This design comes from an exercise in tuning for small area on the open sky130 flow, not from production work. In this exercise RTL edits were held to simulation tests only and were not proved equivalent to the original. Power figures rest on the tool's default switching activity, not on a simulated workload.

## config.mk

```make
export PLATFORM = sky130hd
export DESIGN_NAME = regfile_ctx
export DESIGN_NICKNAME = regfile_ctx
export VERILOG_FILES = /design/flow/design.v
export SDC_FILE = /design/flow/constraint.sdc
export NUM_CORES = 4
export LEC_CHECK = 0
export CAP_MARGIN = 20
export CORE_MARGIN = 2
export CORE_UTILIZATION = 60
export SLEW_MARGIN = 20
```

## constraint.sdc

```tcl
create_clock -name core_clock -period 6.0 [get_ports {clk}]
set_input_delay 1.2000 -clock core_clock [delete_from_list [all_inputs] [get_ports {clk}]]
set_output_delay 1.2000 -clock core_clock [all_outputs]
set_load 0.01 [all_outputs]
```

## design.v

```verilog
`default_nettype none
module regfile_ctx #(
  parameter int DATA_W   = 32,
  parameter int NREGS    = 16,
  parameter int NPRED    = 4,
  parameter int CTX_REGS = 8
) (
  input  logic                     clk,
  input  logic                     rst,
  input  logic [$clog2(NREGS)-1:0] rin0,
  output logic [DATA_W-1:0]        rout0,
  input  logic [$clog2(NREGS)-1:0] rin1,
  output logic [DATA_W-1:0]        rout1,
  input  logic                     wen0,
  input  logic [$clog2(NREGS)-1:0] win0,
  input  logic [DATA_W-1:0]        wdata0,
  input  logic [$clog2(NPRED)-1:0] rpred,
  output logic                     predout,
  input  logic                     wpreden,
  input  logic [$clog2(NPRED)-1:0] wpred,
  input  logic                     write_pred_value,
  input  logic                     ctx_load_start,
  input  logic                     ctx_load_valid,
  input  logic [DATA_W-1:0]        ctx_load_data,
  output logic                     ctx_load_ready,
  input  logic                     ctx_save_start,
  output logic                     ctx_save_valid,
  output logic [DATA_W-1:0]        ctx_save_data,
  input  logic                     ctx_save_ready,
  output logic                     busy,
  output logic                     ctx_done
);
  localparam int c_aw = $clog2(NREGS);
  localparam int c_pw = $clog2(NPRED);
  localparam int c_iw = (CTX_REGS > 1) ? $clog2(CTX_REGS) : 1;
  localparam logic [c_iw-1:0] c_last = c_iw'(CTX_REGS - 1);
  logic                 r_load, r_save;       
  logic [c_iw-1:0]      r_idx;
  logic                 r_done;
  logic                 r_predout;
  logic [NREGS-1:0][DATA_W-1:0] r_regs;
  logic [NPRED-1:0]     r_preds, w_preds_next;
  logic [c_aw-1:0]      r_rin0, r_rin1;
  logic                 w_idle, w_lbeat, w_beat, w_last;
  logic                 w_wr;                 
  logic                 w_lsel, w_wsel;       
  logic [c_aw-1:0]      w_waddr;
  logic [DATA_W-1:0]    w_wbus;
  assign w_idle  = !(r_load || r_save);
  assign w_lbeat = r_load && ctx_load_valid;
  assign w_beat  = w_lbeat || (r_save && ctx_save_ready);
  assign w_last  = w_beat && (r_idx == c_last);
  assign w_wr    = w_idle && wen0;
  assign w_waddr = r_load ? c_aw'(r_idx) : win0;
  assign w_lsel  = r_load && !rst;
  assign w_wsel  = !r_load && !rst;
  assign w_wbus  = ({DATA_W{w_lsel}} & ctx_load_data) | ({DATA_W{w_wsel}} & wdata0);
  for (genvar i = 0; i < NREGS; i++) begin : g_reg
    always_ff @(posedge clk) begin
      if (rst || ((w_lbeat || w_wr) && (w_waddr == c_aw'(i))))
        r_regs[i] <= w_wbus;
    end
  end
  always_comb begin
    w_preds_next = r_preds;
    if (r_load && w_last) begin
      w_preds_next = '1;
    end else if (w_idle && wpreden) begin
      w_preds_next[wpred] = write_pred_value;
    end
  end
  always_ff @(posedge clk) begin
    if (rst) begin
      r_preds   <= '1;
      r_predout <= 1'b0;
    end else begin
      r_preds   <= w_preds_next;
      r_predout <= w_preds_next[rpred];
    end
  end
  always_ff @(posedge clk) begin
    r_rin0  <= rin0;
    r_rin1  <= rin1;
  end
  always_ff @(posedge clk) begin
    if (rst) begin
      r_load <= 1'b0;
      r_save <= 1'b0;
      r_idx  <= '0;
      r_done <= 1'b0;
    end else begin
      r_done <= w_last;
      if (w_idle) begin
        r_save <= ctx_save_start;
        r_load <= ctx_load_start && !ctx_save_start;
      end else if (w_last) begin
        r_save <= 1'b0;
        r_load <= 1'b0;
      end
      if (w_beat) r_idx <= r_idx + c_iw'(1);
    end
  end
  localparam int c_ng = (NREGS + 2) / 3;
  localparam int c_ns = (CTX_REGS + 2) / 3;
  logic [NREGS-1:0]    w_sel0, w_sel1;
  logic [CTX_REGS-1:0] w_sels;
  logic [c_ng-1:0][DATA_W-1:0] w_g0, w_g1;
  logic [c_ns-1:0][DATA_W-1:0] w_gs;
  always_comb begin
    for (int i = 0; i < NREGS; i++) begin
      w_sel0[i] = (r_rin0 == c_aw'(i));
      w_sel1[i] = (r_rin1 == c_aw'(i));
    end
    for (int i = 0; i < CTX_REGS; i++) w_sels[i] = (r_idx == c_iw'(i));
    for (int k = 0; k < c_ng; k++) begin
      w_g0[k] = '0;
      w_g1[k] = '0;
      for (int j = 0; j < 3; j++) begin
        if (3*k+j < NREGS) begin
          w_g0[k] = w_g0[k] | (r_regs[3*k+j] & {DATA_W{w_sel0[3*k+j]}});
          w_g1[k] = w_g1[k] | (r_regs[3*k+j] & {DATA_W{w_sel1[3*k+j]}});
        end
      end
    end
    for (int k = 0; k < c_ns; k++) begin
      w_gs[k] = '0;
      for (int j = 0; j < 3; j++)
        if (3*k+j < CTX_REGS)
          w_gs[k] = w_gs[k] | (r_regs[3*k+j] & {DATA_W{w_sels[3*k+j]}});
    end
    rout0 = '0;
    rout1 = '0;
    ctx_save_data = '0;
    for (int k = 0; k < c_ng; k++) begin
      rout0 = rout0 | w_g0[k];
      rout1 = rout1 | w_g1[k];
    end
    for (int k = 0; k < c_ns; k++) ctx_save_data = ctx_save_data | w_gs[k];
  end
  assign predout        = r_predout;
  assign busy           = !w_idle;
  assign ctx_load_ready = r_load;
  assign ctx_save_valid = r_save;
  assign ctx_done       = r_done;
endmodule
`default_nettype wire
```

## flow/run.sh

```bash
#!/bin/bash
set -euo pipefail
W=$PWD
R=orfs/results/$FLOW_PLATFORM/regfile_ctx/base

flops() {
  # "instance type" for every flip-flop of a synthesized netlist, sorted
  python3 - "$1" <<'PY'
import re, sys
txt = open(sys.argv[1]).read()
out = []
for m in re.finditer(r'^\s*(sky130_fd_sc_hd__(\w+?))\s+(\\\S+|\S+)\s*\(', txt, re.M):
    t = m.group(2)
    if re.match(r'(s?e?df|dl)', t):
        out.append(m.group(3) + ' ' + re.sub(r'_\d+$', '', t))
print('\n'.join(sorted(out)))
PY
}

# 1. standard synthesis, for reference
bash standard.sh synth > log_synth_standard.txt 2>&1
flops $R/1_2_yosys.v > flops_standard.txt
mv orfs orfs_standard

# 2. the same synthesis with the area-oriented ABC script
cp -r "$FLOW_HOME/scripts" "$W/scripts_area"
cp "$W/flow/abc_area_map.script" "$W/scripts_area/abc_speed.script"
if bash standard.sh SCRIPTS_DIR="$W/scripts_area" ADDER_MAP_FILE= synth > log_synth_area.txt 2>&1 \
   && flops $R/1_2_yosys.v > flops_area.txt \
   && cmp -s flops_standard.txt flops_area.txt; then
  echo "using area-mapped synthesis" > synth_choice.txt
  rm -rf orfs_standard
else
  echo "registers differ or synthesis failed: using the standard synthesis" > synth_choice.txt
  rm -rf orfs
  mv orfs_standard orfs
fi
rm -rf "$W/scripts_area"

# 3. the rest of the standard flow
mapfile -t VARS < <(grep -v '^\s*#' flow/layout_vars | grep -v '^\s*$' || true)
bash standard.sh "${VARS[@]}" finish > log_layout.txt 2>&1
```

## flow/abc_area_map.script

```
&get -n
&st
&nf -a -p -F 8 -A 6 -C 32
&put
```

## flow/layout_vars

```
BUFFER_PORTS_ARGS=-buffer_cell sky130_fd_sc_hd__buf_1
CTS_ARGS=-sink_clustering_enable -repair_clock_nets -dont_use_dummy_load -buf_list {sky130_fd_sc_hd__clkbuf_8} -sink_clustering_size 16 -sink_clustering_max_diameter 50
```

## standard.sh

```bash
#!/bin/bash
# synth_recipe.tcl (not shown) runs the flow's synth.tcl, then flattens the netlist and writes it again
# the make line also repeats each setting of config.mk as NAME=value (left out here)
make -C /OpenROAD-flow-scripts/flow DESIGN_CONFIG=/design/flow/config.mk WORK_HOME=/design/flow/orfs CLKGATE_MAP_FILE= SYNTH_SCRIPT=/design/flow/synth_recipe.tcl "${@:-finish}"
```

==> results of run 1 <==
## through the flow
stage,instance area (sq um),setup WS (ns)
after floorplan,22100,1.47
after global placement,24000,2.48
after detailed placement,24000,2.42
after CTS,24600,1.73
after global routing,24900,1.56
final,24900,1.63
## state kept, by name, indices dropped and copies added (netlist names), 3 cells and up
name,cells
r_rin1,4
r_rin0,4
r_preds,4
r_idx,3
r_regs,512
## path summary, 6_finish.rpt
| path | from | endpoint | slack, ns | depth (start not counted) |
|---|---|---|---|---|
| worst min register to register | r_save | r_save | 0.61 | 2 |
| worst max-delay path | r_rin1[1] | rout1[11] | 1.63 | 7 |
| worst min-delay path | r_save | r_save | 0.61 | 2 |
| worst max register to register | r_load | r_regs[482] | 2.97 | 4 |
## routing by layer
metal / vias to the layer above / global-route usage, % / routed length (microns)
li1: 7104 / - / -
met1: 8506 / 53.9 / 26300
met2: 1819 / 60.1 / 34900
met3: 266 / 9.37 / 12900
met4: 0 / 19.4 / 3540
met5: - / 0 / 0
## cell families after synthesis
| family | after synthesis |
|---|---|
| XOR/XNOR | 1 |
| AND/OR/NAND/NOR | 314 |
| AO/OA/AOI/OAI | 483 |
| flip-flops | 531 |
| buffers and inverters | 3 |
| multiplexers | 6 |
## worst register-to-register path, stage by stage, from the launching register on
cell and delay [ns]:
dfxtp_1 0.52, nor2_1 0.37, a22o_1 0.52, a31o_2 0.76, buf_4 0.48
## where the power goes
part / leakage, nW / switching, mW / internal (mW)
logic: 2.14 / 0.628 / 0.273
registers: 5.39 / 0.197 / 4.44
clock network: 0.338 / 1.14 / 0.698
total: 7.87 / 1.96 / 5.41
## cell usage in the layout (no fill, tap or decap), types with 12 or more instances in the layout
cell type,instances
nor2_4,16
buf_4,44
nand4_1,64
and3_1,64
nor3_2,13
dfxtp_1,19
a222oi_1,384
clkbuf_8,47
edfxtp_1,512
a22o_1,34
nand2b_1,12
nand2_1,75
a31o_2,16
nand3_1,33
a22oi_1,34
buf_1,189
## cell type report
class | count | area [sq um] | area share, %
flip-flops and latches | 531 | 15800 | 63.3
multi-input cells | 804 | 6600 | 26.5
repair buffers | 242 | 1290 | 5.17
clock buffers | 47 | 647 | 2.60
well taps | 468 | 586 | 2.35
inverters | 3 | 11.3 | 0.0453
==> impl_metrics.toml, run 1 <==
[status]
status = "no timing/DRC/antenna violations"

[clocking]
cts_tree = "yes"
clkTransAtPathRegs_ns = 0.07
cts_inserted_buffers = 47
htree_levels = 2
clockBufferDepth = 3
cts-resized-gates = 0
cts_sinks = 531
hold_buffers = 0
postCtsSetupRepairBufs = 0
worst_skew_pair.late_latency_ns = 0.67
cts_root_buf = "clkbuf_8"

[worst_setup_path]
cp_cell_sequence = "nand2b_1 -> nor2_4 -> buf_4 -> a222oi_1 -> and3_1 -> nand4_1 -> buf_1"
critPathTopFamily = "simple AND/OR/NAND/NOR gates"
crit_fanout = 23
crit_required_ns = 4.80
critPathBufInv = 2
cp-start-kind = "flop"
crit_arrival_ns = 3.17
cp-end-kind = "primary output"
crit_type = "reg2out"
slowest_stage = "buf_4"
critPathMaxStageDelay_ns = 0.53

[timing]
setup_viol = 0
finalCritPeriodShare_pct = 72.9
slew_headroom_pct = 16.8
period_minus_slack_ns = 4.37
finalHoldViolCount = 0
rsz0062_at_grt = "no"
whs_ns = 0.607
tns_ns = 0
max_slew.worst_pin.slew_ns = 1.24
fmax_mhz = 229
skew_ns = 0.0510
drv_slew = 0

[floorplanning]
start_util_pct = 60.7
dieArea_sq_um = 38400
die_height_microns = 196
placementRows = 70
ios = 190
die_width_microns = 196
core_area_sq_um = 36400

[place]
io_buffers = 189
place_congestion = 0.825
hpwl_microns = 40400
place_inst = 2039

[yosys]
synth-edff-count = 512
synthArstFlopShare_pct = 0
synth_top_family_by_area = "compound AO/OA/AOI/OAI gates"
synth_top_area_share_pct = 69.5
synth_mux_area_share_pct = 0.339
yosys.area.top_type = "edfxtp_1"
synth-simple-area-share_pct = 7.44
synth_cells = 1338
ys_ff_latch = 531
synth_cell_types = 32
synthTopCellsByArea = "edfxtp_1 (69%), a222oi_1 (17%), and3_1 (1.8%)"
ys.flop_type = "edfxtp_1"
synth_xor_area_share_pct = 0.0396
syn_nets = 1427
synth_compound_area_share_pct = 20.9
yosysWarningCount = 1
synthAdderAreaFrac_pct = 0
ys_seq_area_share_pct = 71.2
synthTopCellsByCount = "edfxtp_1 (512), a222oi_1 (384), nand2_1 (75)"
avgSynthCellArea_sq_um = 16.5
synthMostInstantiatedCell = "edfxtp_1"
synth_area_sq_um = 22100

[finish]
final_util_pct = 68.3
n_fill_cell = 2532
instances_no_fill = 2095
fin_nets = 1718
area_growth_pct = 12.5
diodes = 0
drive_gt1_share_pct = 9.77

[global_routing]
grt_pass1_vias = 17400
gr-total-overflow = 0
track_usage_pct = 39.4
grt_pass1_wl_microns = 109000
grt_max_degree = 35
grt_antenna_before_repair = 0

[power]
p_leak_nw = 7.87
power_density_nw_per_um2 = 296
ir_worst_vdd_mv = 0.217
power_mw = 7.38

[detailed_routing]
first_iter_violations = 5230
drt_wl_total_microns = 77600
vias = 17700
first_pass_iters = 12
antenna_left = 0
drcViolationCount = 0
post_drt_wl_per_cell_microns = 37.1
viasPerCell = 8.45

[hold_path]
min_path_type = "reg2reg"

[run]
drv_cap = 0
==> run 2, diff against run 1 <==
==> flow/layout_vars (replaced) <==
BUFFER_PORTS_ARGS=-buffer_cell sky130_fd_sc_hd__buf_1
CTS_ARGS=-sink_clustering_enable -repair_clock_nets -dont_use_dummy_load -buf_list {sky130_fd_sc_hd__clkbuf_8} -sink_clustering_size 16 -sink_clustering_max_diameter 80
==> run 2 against run 1 <==
Against the previous run:
- largest power group unchanged
- cell count down 0.38%
- die area unchanged
- sequential share of layout area up 0.28 points
- sequential power about the same
- sequential cell count unchanged
- first-iteration DRC count up 1.8%
- worst hold slack better by 0.0022 ns
==> impl_metrics.toml, run 2 <==
[power]
clkPwrFrac_pct = 23.4
p_leak_nw = 7.81
swShare_pct = 26.7
switchingPower_mw = 1.94
power_density_nw_per_um2 = 292
ir_worst_vdd_mv = 0.218
p_seq_share_pct = 64.1
intPower_mw = 5.30
comb_power_share_pct = 12.5

[detailed_routing]
post_drt_wl_per_cell_microns = 37.1
first_iter_violations = 5322
vias = 17700
first_pass_iters = 13
drcViolationCount = 0
drt_wl_total_microns = 77400
viasPerCell = 8.50
antenna_left = 0

[clocking]
cts-resized-gates = 0
worst_skew_pair.late_latency_ns = 0.64
cts_sinks = 531
cts_root_buf = "clkbuf_8"
clkTransAtPathRegs_ns = 0.10
cts_inserted_buffers = 39
htree_levels = 2
clockBufferDepth = 3
cts_tree = "yes"
hold_buffers = 0
postCtsSetupRepairBufs = 0

[timing]
rsz0062_at_grt = "no"
skew_ns = 0.0315
period_minus_slack_ns = 4.36
drv_slew = 0
setup_ws_ns = 1.64
setup_viol = 0
tns_ns = 0
slew_headroom_pct = 16.3
fmax_mhz = 229
max_slew.worst_pin.slew_ns = 1.25
finalCritPeriodShare_pct = 72.7
finalHoldViolCount = 0

[yosys]
synth_area_sq_um = 22100
synth_compound_area_share_pct = 20.9
synth_mux_area_share_pct = 0.339
synthTopCellsByArea = "edfxtp_1 (69%), a222oi_1 (17%), and3_1 (1.8%)"
synth_cell_types = 32
synthArstFlopShare_pct = 0
synthAdderAreaFrac_pct = 0
synthMostInstantiatedCell = "edfxtp_1"
synth_xor_area_share_pct = 0.0396
ys_seq_area_share_pct = 71.2
ys_ff_latch = 531
synth-simple-area-share_pct = 7.44
synth-edff-count = 512
synth_top_family_by_area = "compound AO/OA/AOI/OAI gates"
ys.flop_type = "edfxtp_1"
avgSynthCellArea_sq_um = 16.5
yosys.area.top_type = "edfxtp_1"
yosysWarningCount = 1
synth_top_area_share_pct = 69.5
synthTopCellsByCount = "edfxtp_1 (512), a222oi_1 (384), nand2_1 (75)"
syn_nets = 1427
synth_cells = 1338

[worst_setup_path]
crit_fanout = 32
cp-start-kind = "flop"
crit_type = "reg2out"
cp-end-kind = "primary output"
crit_required_ns = 4.80
crit_arrival_ns = 3.16

[place]
io_buffers = 189
place_congestion = 0.825
pre_cts_ws_ns = 2.42
place_inst = 2039
hpwl_microns = 40400

[floorplanning]
ios = 190
start_util_pct = 60.7
core_area_sq_um = 36400
placementRows = 70
die_width_microns = 196
dieArea_sq_um = 38400
die_height_microns = 196

[finish]
drive_gt1_share_pct = 9.33
diodes = 0
instances_no_fill = 2087
layout_common_cells = "edfxtp_1 (512), a222oi_1 (384), buf_1 (189)"
top_register = "r_regs"
fin_nets = 1710
n_fill_cell = 2553
final_common_cell = "edfxtp_1"
largest_reg_flops = 512
area_growth_pct = 12.0

[status]
status = "no timing/DRC/antenna violations"

[global_routing]
grt_max_degree = 35
grt_pass1_wl_microns = 109000
track_usage_pct = 39.3
gr-total-overflow = 0
grt_pass1_vias = 17300
grt_antenna_before_repair = 0

[hold_path]
min_path_type = "reg2reg"

[run]
drv_cap = 0
## run 2: worst max-delay path: stages (launching register included)
cell and delay [ns]:
dfxtp_1 0.52, nand2_1 0.27, nor2_4 1.02, a222oi_1 0.33
nand4_1 0.22, buf_1 0.16
## run 2: worst paths after layout
path | slack (ns) | to | startpoint | cells past startpoint
worst max-delay path | 1.64 | rout0[29] | r_rin0[0] | 5
worst min-delay path | 0.61 | r_save | r_save | 2
worst max register to register | 2.98 | r_regs[482] | r_load | 4
worst min register to register | 0.61 | r_save | r_save | 2
## run 2: cell families (layout without fill, tap and decap cells)
group	count (synthesis)	after routing
DFF	531	531
AOI/OAI and AO/OA	483	483
and+or+nand+nor	314	314
muxes	6	6
buffers and inverters	3	284
xor gates and xnor gates	1	1
## run 2: per-stage QoR
stage	total power, mW	hold WS, ns	utilization [%]	instance area (sq um)
5_1_grt	7.42	0.669	68.0	24800
6_report	7.24	0.609	68.0	24800
3_3_place_gp	5.54	0.574	65.8	24000
2_1_floorplan	5.13	0.516	-	22100
4_1_cts	7.19	0.611	67.3	24500
3_5_place_dp	5.57	0.587	65.8	24000
## run 2: cell type report
type                            instances  area [sq um]  share of cell area, %
Clock buffer                           39           537                   2.17
Inverter                                3          11.3                 0.0455
Multi-Input combinational cell        804          6600                   26.6
Sequential cell                       531         15800                   63.6
Tap cell                              468           586                   2.36
Timing Repair Buffer                  242          1290                   5.20
## run 2: power by group through the flow
stage / logic [mW] / clock network (mW) / registers (mW)
2_1_floorplan: 0.473 / 0 / 4.66
3_3_place_gp: 0.853 / 0 / 4.68
3_5_place_dp: 0.864 / 0 / 4.71
4_1_cts: 0.867 / 1.70 / 4.62
5_1_grt: 0.939 / 1.82 / 4.67
6_report: 0.902 / 1.70 / 4.64
## run 2: metal layers
layer	up-vias	global-route usage, %	wire length, microns
met5	-	0	0
met4	0	17.0	3420
li1	7089	-	-
met3	286	8.15	12700
met2	1834	60.7	34800
met1	8536	55.0	26500
==> run 3, diff against run 2 <==
--- a/flow/run.sh
+++ b/flow/run.sh
@@ -39,4 +39,8 @@
 
-# 3. the rest of the standard flow
-mapfile -t VARS < <(grep -v '^\s*#' flow/layout_vars | grep -v '^\s*$' || true)
-bash standard.sh "${VARS[@]}" finish > log_layout.txt 2>&1
+# 3. the rest of the standard flow, up to clock tree synthesis
+vars_of() { grep -v '^\s*#' "$1" | grep -v '^\s*$' || true; }
+mapfile -t VARS < <(vars_of flow/layout_vars)
+bash standard.sh "${VARS[@]}" cts > log_layout.txt 2>&1
+# 4. routing and the final steps, with extra settings (flow/route_vars)
+mapfile -t RVARS < <(vars_of flow/route_vars)
+bash standard.sh "${VARS[@]}" "${RVARS[@]}" finish > log_route.txt 2>&1
==> flow/route_vars (new file) <==
# one ORFS make variable per line, added for global routing and later steps
CAP_MARGIN=5
SLEW_MARGIN=5
==> run 3 against run 2 <==
Against the previous run:
- clock power about the same
- total power down 0.20%
- still clean
- wire length is essentially flat
- setup slack better by 0.037 ns
- cell count shrank 0.43%
- first-iteration DRC count is 0.11% lower
- sequential cell count did not move
- largest cell class unchanged
- critical endpoint is now rout1[28]
- sequential power about the same
- synthesized cell count unchanged
- clock skew rose by 0.0012 ns
- sequential share of layout area increased by 0.64 points
- clock-buffer cell count stayed put
==> impl_metrics.toml, run 3 <==
[worst_setup_path]
crit_required_ns = 4.80
crit_arrival_ns = 3.12
r2r_setup_slack_ns = 2.96
cp-start-kind = "flop"
crit_fanout = 32
crit_type = "reg2out"
cp-end-kind = "primary output"

[detailed_routing]
antenna_left = 0
viasPerCell = 8.54
first_pass_iters = 14
drt_wl_total_microns = 77400
first_iter_violations = 5316
drcViolationCount = 0
post_drt_wl_per_cell_microns = 37.2
vias = 17700

[global_routing]
grt_antenna_before_repair = 0
gr-total-overflow = 0
track_usage_pct = 39.3
grt_pass1_wl_microns = 109000
grt_max_degree = 35
grt_pass1_vias = 17300

[place]
place_congestion = 0.825
pre_cts_ws_ns = 2.42
hpwl_microns = 40400
io_buffers = 189

[yosys]
ys_ff_latch = 531
yosysWarningCount = 1
synthTopCellsByArea = "edfxtp_1 (69%), a222oi_1 (17%), and3_1 (1.8%)"
yosys.area.top_type = "edfxtp_1"
syn_nets = 1427
synthArstFlopShare_pct = 0
synth_cells = 1338
ys_seq_area_share_pct = 71.2
synth_top_area_share_pct = 69.5
avgSynthCellArea_sq_um = 16.5
synth_cell_types = 32
synth-edff-count = 512
synthMostInstantiatedCell = "edfxtp_1"
ys.flop_type = "edfxtp_1"
synthTopCellsByCount = "edfxtp_1 (512), a222oi_1 (384), nand2_1 (75)"
synth_area_sq_um = 22100

[timing]
fmax_mhz = 231
skew_ns = 0.0327
finalHoldViolCount = 0
setup_ws_ns = 1.68
max_slew.worst_pin.slew_ns = 1.30
period_minus_slack_ns = 4.32
slew_headroom_pct = 13.0
finalCritPeriodShare_pct = 72.1
rsz0062_at_grt = "no"
setup_viol = 0
whs_ns = 0.615
tns_ns = 0
drv_slew = 0

[hold_path]
min_path_type = "reg2reg"

[power]
power_density_nw_per_um2 = 294
p_leak_nw = 7.70
power_mw = 7.22
ir_worst_vdd_mv = 0.219

[status]
status = "no timing/DRC/antenna violations"

[clocking]
hold_buffers = 0
clockBufferDepth = 3
htree_levels = 2
worst_skew_pair.late_latency_ns = 0.65
cts_root_buf = "clkbuf_8"
clkTransAtPathRegs_ns = 0.10
cts-resized-gates = 0
cts_tree = "yes"
postCtsSetupRepairBufs = 0
cts_inserted_buffers = 39
cts_sinks = 531

[finish]
n_fill_cell = 2583
fin_nets = 1701
top_register = "r_regs"
layout_common_cells = "edfxtp_1 (512), a222oi_1 (384), buf_1 (189)"
drive_gt1_share_pct = 8.82
final_common_cell = "edfxtp_1"
diodes = 0
largest_reg_flops = 512
area_growth_pct = 10.8

[floorplanning]
dieArea_sq_um = 38400
core_area_sq_um = 36400
placementRows = 70
die_height_microns = 196
die_width_microns = 196
start_util_pct = 60.7
ios = 190

[run]
drv_cap = 0
==> run 3: changes by cell type in the layout (fill, tap and decap cells not counted) <==
cell,before,now
buf_16,9,0
==> run 3: power breakdown <==
part / switching (mW) / leakage, nW / internal (mW)
Clock: 1.11 / 0.280 / 0.586
Combinational: 0.625 / 2.04 / 0.262
Sequential: 0.197 / 5.39 / 4.44
Total: 1.93 / 7.70 / 5.29
==> run 3: per-layer routing <==
| metal | up-vias | routed length, microns | GRT usage [%] |
|---|---|---|---|
| met2 | 1849 | 35300 | 60.7 |
| met4 | 0 | 3090 | 17.0 |
| met1 | 8567 | 26700 | 55.0 |
| li1 | 7075 | - | - |
| met5 | - | 0 | 0 |
| met3 | 248 | 12300 | 8.15 |
==> run 3: worst max-delay path, stage by stage, from the launching register on <==
cell and delay (ns):
dfxtp_1 0.51, nand2b_1 0.29, nor2_4 1.00, a222oi_1 0.32, nand4_1 0.20, buf_1 0.17
==> run 3: path summary, 6_finish.rpt <==
check / start / to / cells past startpoint
setup / recovery: r_rin1[3] / rout1[28] / 5
hold / removal: r_save / r_save / 2
setup reg to reg: r_load / r_regs[482] / 4
hold reg to reg: r_save / r_save / 2
==> run 3: per-stage QoR <==
stage	std cells	util (%)	area (sq um)
2_1_floorplan	1338	-	22100
3_3_place_gp	2039	65.8	24000
3_5_place_dp	2039	65.8	24000
4_1_cts	2078	67.3	24500
5_1_grt	2078	67.3	24500
6_report	2078	67.3	24500
==> run 3: kinds of logic (layout without fill, tap and decap cells) <==
logic type                after synthesis  count (layout)  share of synthesized area [%]
xor gates and xnor gates                1               1                         0.0396
DFF                                   531             531                           71.2
AOI/OAI and AO/OA                     483             483                           20.9
muxes                                   6               6                          0.339
buffers and inverters                   3             275                         0.0509
and+or+nand+nor                       314             314                           7.44
==> run 3: final cells by class <==
type / instances / area, sq um / share of cell area, %
Multi-Input combinational cell: 804 / 6600 / 26.9
Timing Repair Buffer: 233 / 1040 / 4.24
Tap cell: 468 / 586 / 2.39
Sequential cell: 531 / 15800 / 64.2
Inverter: 3 / 11.3 / 0.0459
Clock buffer: 39 / 537 / 2.19

-- port drivers added, routing unchanged --
How much do the figures lean on ideal ports? The routed layouts below were timed once more, with nothing changed but the port constraints.
Step 1 (the two cells are an assumption about what drives the block):
set clk [get_ports {clk}]
set_driving_cell -lib_cell sky130_fd_sc_hd__clkbuf_16 $clk
set_driving_cell -lib_cell sky130_fd_sc_hd__buf_2 [delete_from_list [all_inputs] $clk]
Step 2, shift: input delay + t, output delay - t, t = (earliest + latest rising clock arrival at the registers) / 2. This alone moves slack from input paths to output paths.
Slacks: no drivers / after step 1 / after step 2; pairs: no drivers / after step 1.
| run | t, ns | slack for setup (ns) | latest minus earliest clock arrival (ns) | pins driven straight from the clock port |
|---|---|---|---|---|
| run 1 | 0.691 | 1.627 / 1.573 / 2.264 | 0.068 / 0.068 | 1 |
| run 2 | 0.667 | 1.640 / 1.588 / 2.255 | 0.058 / 0.059 | 1 |
| run 3 | 0.670 | 1.676 / 1.625 / 2.295 | 0.056 / 0.056 | 1 |
After both steps setup and hold are still met in every run listed.
